Context: an optimization exercise on an open-source flow, tuned for small area. The choices shown serve that exercise and are no tape-out recipe.
At most, simulation tests tie the RTL to the original design; equivalence was not proved.
Power and IR drop assume default switching activity.

main:
// vehicle_safety_interlock_unit
module vehicle_safety_interlock_unit (
    input  logic        clk,
    input  logic        rst_n,
    input  logic        s_tvalid,
    output logic        s_tready,
    input  logic [55:0] s_tdata,
    input  logic [2:0]  s_tuser,
    output logic        m_tvalid,
    input  logic        m_tready,
    output logic [79:0] m_tdata,
    input  logic        cfg_valid,
    output logic        cfg_ready,
    input  logic [2:0]  cfg_addr,
    input  logic [15:0] cfg_data
);
    function automatic logic gt16(input logic [15:0] a, input logic [15:0] b);
        logic g;
        g = 1'b0;
        for (int i = 0; i < 16; i++)
            g = (a[i] & ~b[i]) | (~(a[i] ^ b[i]) & g);
        gt16 = g;
    endfunction
    function automatic logic ge16(input logic [15:0] a, input logic [15:0] b);
        logic g;
        g = 1'b1;
        for (int i = 0; i < 16; i++)
            g = (a[i] & ~b[i]) | (~(a[i] ^ b[i]) & g);
        ge16 = g;
    endfunction
    function automatic logic [15:0] inc16(input logic [15:0] a, input logic cin);
        logic [15:0] s;
        logic        c;
        c = cin;
        for (int i = 0; i < 16; i++) begin
            s[i] = a[i] ^ c;
            c    = a[i] & c;
        end
        inc16 = s;
    endfunction
    function automatic logic [15:0] dec16(input logic [15:0] a, input logic bin);
        logic [15:0] s;
        logic        c;
        c = bin;
        for (int i = 0; i < 16; i++) begin
  ...
Settings: LEC_CHECK=0, CAP_MARGIN=20, CORE_MARGIN=2, CORE_UTILIZATION=40, PLACE_DENSITY=0.6, SLEW_MARGIN=20; clock period 7.0 ns.
run.sh (not shown) runs the stock make flow with config.mk's settings and CLKGATE_MAP_FILE= SYNTH_SCRIPT=/design/flow/synth_recipe.tcl, a recipe that flattens the netlist after the stock synthesis.
What the final checks of main revealed, after a flow that finished every stage, was a layout that fails on setup timing.
The inputs of the feature branch differ from those of main as listed below.
--- a/flow/design.v
+++ b/flow/design.v
@@ -69,47 +69,71 @@
         gt16 = g;
     endfunction
     function automatic logic ge16(input logic [15:0] a, input logic [15:0] b);
         logic g;
         g = 1'b1;
         for (int i = 0; i < 16; i++)
             g = (a[i] & ~b[i]) | (~(a[i] ^ b[i]) & g);
         ge16 = g;
     endfunction
     function automatic logic [15:0] inc16(input logic [15:0] a, input logic cin);
         logic [15:0] s;
-        logic        c;
-        c = cin;
+        logic        c, pb, pall;
+        c    = cin;
+        pb   = 1'b1;
+        pall = 1'b1;
         for (int i = 0; i < 16; i++) begin
+            if (i % 8 == 0 && i > 0) begin
+                pall = pall & pb;
+                pb   = 1'b1;
+                c    = cin & pall;
+            end
             s[i] = a[i] ^ c;
             c    = a[i] & c;
+            pb   = pb & a[i];
         end
         inc16 = s;
     endfunction
     function automatic logic [15:0] dec16(input logic [15:0] a, input logic bin);
         logic [15:0] s;
-        logic        c;
-        c = bin;
+        logic        c, pb, pall;
+        c    = bin;
+        pb   = 1'b1;
+        pall = 1'b1;
         for (int i = 0; i < 16; i++) begin
+            if (i % 8 == 0 && i > 0) begin
+                pall = pall & pb;
+                pb   = 1'b1;
+                c    = bin & pall;
+            end
             s[i] = a[i] ^ c;
             c    = ~a[i] & c;
+            pb   = pb & ~a[i];
         end
         dec16 = s;
     endfunction
     function automatic logic [31:0] inc32(input logic [31:0] a, input logic cin);
         logic [31:0] s;
-        logic        c;
-        c = cin;
+        logic        c, pb, pall;
+        c    = cin;
+        pb   = 1'b1;
+        pall = 1'b1;
         for (int i = 0; i < 32; i++) begin
+            if (i % 8 == 0 && i > 0) begin
+                pall = pall & pb;
+                pb   = 1'b1;
+                c    = cin & pall;
+            end
             s[i] = a[i] ^ c;
             c    = a[i] & c;
+            pb   = pb & a[i];
         end
         inc32 = s;
     endfunction
     logic [14:0] speed_limit_reg;
     logic [14:0] steering_limit_reg;
     logic [15:0] min_distance_reg;
     logic [15:0] silence_limit_reg;
     logic [15:0] check_period_reg;
     logic [15:0] rest_limit_reg;
     logic [15:0] hold_ms_reg;
     always_ff @(posedge clk or negedge rst_n)
--- outcome ---
- The feature branch went all the way through synthesis, placement and routing and the layout is clean on timing, DRC and antenna.
- Between main and the feature branch, total area of multi-input combinational cells decreased.
- Sort main and the feature branch by parity-gate share of the synthesized area counting xor and xnor cells, descending, and the feature branch comes first.
- Compared with main, the feature branch ends up with a smaller final cell area.
- The feature branch vs main on net count of the finished layout: the feature branch is the lower one.
- In the reports for main and the feature branch, the smaller aggregate routed wire length belongs to the feature branch.
- Looking at area of the mapped netlist, the feature branch sits 110 um^2 above main.
- Total power: the feature branch below main
- Filler-free cell count of the finished design delta (main -> the feature branch): insignificant


JK:
vehicle_safety_interlock_unit, a different RTL version from the one above (not shown whole).
Size in the first run: about 320 flip-flops, about 170 I/O pins.
==> flow/config.mk <==
export PLATFORM = sky130hd
export DESIGN_NAME = vehicle_safety_interlock_unit
export DESIGN_NICKNAME = vehicle_safety_interlock_unit
export VERILOG_FILES = /design/flow/design.v
export SDC_FILE = /design/flow/constraint.sdc
export NUM_CORES = 4
export LEC_CHECK = 0
export CAP_MARGIN = 20
export CORE_MARGIN = 2
export CORE_UTILIZATION = 60
export PLACE_DENSITY = 0.8
export SLEW_MARGIN = 20
==> flow/constraint.sdc <==
create_clock -name core_clock -period 7.0 [get_ports {clk}]
set_input_delay 1.4000 -clock core_clock [delete_from_list [all_inputs] [get_ports {clk}]]
set_output_delay 1.4000 -clock core_clock [all_outputs]
set_load 0.01 [all_outputs]
standard.sh (not shown) runs the stock make flow with config.mk's settings and CLKGATE_MAP_FILE= SYNTH_SCRIPT=/design/flow/synth_recipe.tcl, a recipe that flattens the netlist after the stock synthesis.
==> flow/flow/run.sh <==
#!/bin/bash
# Standard ORFS layout (standard.sh: the standard flow's synthesis and ORFS steps) with
# two changes: ports are buffered with the smallest buffer (buf_1), and CTS
# adds no dummy loads and builds the tree from small clock buffers.
set -o pipefail
export BUFFER_PORTS_ARGS="-buffer_cell sky130_fd_sc_hd__buf_1"
export CTS_ARGS="-sink_clustering_enable -repair_clock_nets -dont_use_dummy_load -buf_list {sky130_fd_sc_hd__clkbuf_4} -sink_clustering_size 10 -sink_clustering_max_diameter 40"
bash standard.sh > standard.log 2>&1
The following lists how MS was set up differently from JK:
-- flow/design.v --
<<< JK, line 120
        dec16 = s;
    endfunction
    function automatic logic [31:0] sat_inc32(input logic [31:0] a, input logic en);
        logic [31:0] s;
        logic [3:0]  all1;
        logic        e, c;
        for (int k = 0; k < 4; k++)
            all1[k] = &a[8*k +: 8];
        e = en & ~(&all1);
        for (int i = 0; i < 32; i++) begin
            case (i)
                0:  c = e;
                8:  c = e & all1[0];
                16: c = e & all1[0] & all1[1];
                24: c = e & all1[0] & all1[1] & all1[2];
                default: ;
            endcase
            s[i] = a[i] ^ c;
            c    = a[i] & c;
        end
        sat_inc32 = s;
    endfunction
    logic [14:0] speed_limit_n_reg;
>>> MS, line 120
        dec16 = s;
    endfunction
    function automatic logic [31:0] inc32(input logic [31:0] a, input logic cin);
        logic [31:0] s;
        logic        c, pb, pall;
        c    = cin;
        pb   = 1'b1;
        pall = 1'b1;
        for (int i = 0; i < 32; i++) begin
            if (i % 8 == 0 && i > 0) begin
                pall = pall & pb;
                pb   = 1'b1;
                c    = cin & pall;
            end
            s[i] = a[i] ^ c;
            c    = a[i] & c;
            pb   = pb & a[i];
        end
        inc32 = s;
    endfunction
    logic [14:0] speed_limit_n_reg;
<<< JK, line 219
    logic [31:0] approve_count_reg;
    logic [31:0] reject_count_reg;
    logic        res_cmd_reg;
    logic [2:0]  res_reg;
    logic k_tick, k_beat, k_exit, k_cmd, k_sensor;
    assign k_tick   = advance && (in_kind_reg == 3'd0);
>>> MS, line 217
    logic [31:0] approve_count_reg;
    logic [31:0] reject_count_reg;
    logic        approved_reg;
    logic [2:0]  refusal_reg;
    logic [3:0]  notice_reg;
    logic        alive_reg;
    logic k_tick, k_beat, k_exit, k_cmd, k_sensor;
    assign k_tick   = advance && (in_kind_reg == 3'd0);
<<< JK, line 319
            if (hold_load)
                hold_active_reg <= 1'b1;
            approve_count_reg <= sat_inc32(approve_count_reg, k_cmd && cmd_ok);
            reject_count_reg  <= sat_inc32(reject_count_reg, k_cmd && !cmd_ok);
        end
    end
>>> MS, line 319
            if (hold_load)
                hold_active_reg <= 1'b1;
            approve_count_reg <= inc32(approve_count_reg, k_cmd && cmd_ok && !(&approve_count_reg));
            reject_count_reg  <= inc32(reject_count_reg, k_cmd && !cmd_ok && !(&reject_count_reg));
        end
    end
<<< JK, line 360
        if (advance)
        begin
            res_cmd_reg <= k_cmd;
            res_reg     <= k_cmd ? refusal
                                 : {lock_now | shake_end, alive_now,
                                    (alive_now & sensor_trip) | shake_start | shake_end};
        end
    end
>>> MS, line 360
        if (advance)
        begin
            approved_reg <= k_cmd && cmd_ok;
            refusal_reg  <= k_cmd ? refusal : 3'd0;
            notice_reg   <= {lock_now, alive_now && sensor_trip, shake_end,
                             shake_start};
            alive_reg    <= alive_now;
        end
    end
<<< JK, line 375
        else                      mode = 3'd0;
    end
    logic       approved, alive;
    logic [2:0] refusal_out;
    logic [3:0] notice;
    assign approved    = res_cmd_reg & (res_reg == 3'd0);
    assign refusal_out = res_cmd_reg ? res_reg : 3'd0;
    assign alive       = !res_cmd_reg & res_reg[1];
    assign notice[0]   = !res_cmd_reg & (res_reg == 3'b001);
    assign notice[1]   = !res_cmd_reg & (res_reg == 3'b101);
    assign notice[2]   = !res_cmd_reg & res_reg[1] & res_reg[0];
    assign notice[3]   = !res_cmd_reg & res_reg[2] & (res_reg[1] | !res_reg[0]);
    assign m_tvalid = out_valid_reg;
    assign m_tdata  = {3'd0, reject_count_reg, approve_count_reg, mode, hold_nz, alive,
                       notice, refusal_out, approved};
endmodule
>>> MS, line 376
        else                      mode = 3'd0;
    end
    assign m_tvalid = out_valid_reg;
    assign m_tdata  = {3'd0, reject_count_reg, approve_count_reg, mode, hold_nz, alive_reg,
                       notice_reg, refusal_reg, approved_reg};
endmodule
[summary]
- Diff JK -> MS: count of different cell masters after synthesis grew by 3, area inside the core boundary grew by 0.60%, first-iteration DRC count now larger, floorplan die height higher, total wirelength of the detailed-routed design increased 400 um.
- MS vs JK, global-route wire length before repair went down by about 0.8%.
- Higher critical path depth was reported by JK, not MS.
- Between JK and MS, area added between synthesis and finish increased.
The RTL of MS was laid out without a check of its function.

static timing again, ports no longer ideal:
Ports are ideal in the flow. The routed layouts listed here were re-timed in OpenROAD.
Step 1 assumes that a clkbuf_16 drives the clock port and a buf_2 every other input.
Step 2 also shifts input and output timing later by t, the mid clock arrival at the registers, as if the neighbouring blocks saw the same clock.
Slacks: no drivers / after step 1 / after step 2; pairs: no drivers / after step 1.
run	t (ns)	slack for setup (ns)	hold WS [ns]	clock arrival spread, ns
main	0.595	-0.203 / -0.203 / -0.580	0.461 / 0.461 / 0.461	0.019 / 0.019
the feature branch	0.589	1.738 / 1.738 / 1.563	0.459 / 0.459 / 0.459	0.029 / 0.030
JK	0.674	2.329 / 2.329 / 2.329	0.471 / 0.471 / 0.471	0.053 / 0.052
MS	0.693	2.368 / 2.368 / 2.317	0.483 / 0.483 / 0.483	0.079 / 0.079
For main, which loses most, drivers alone change the setup slack by 0.000 ns; drivers and shift together by -0.377 ns.
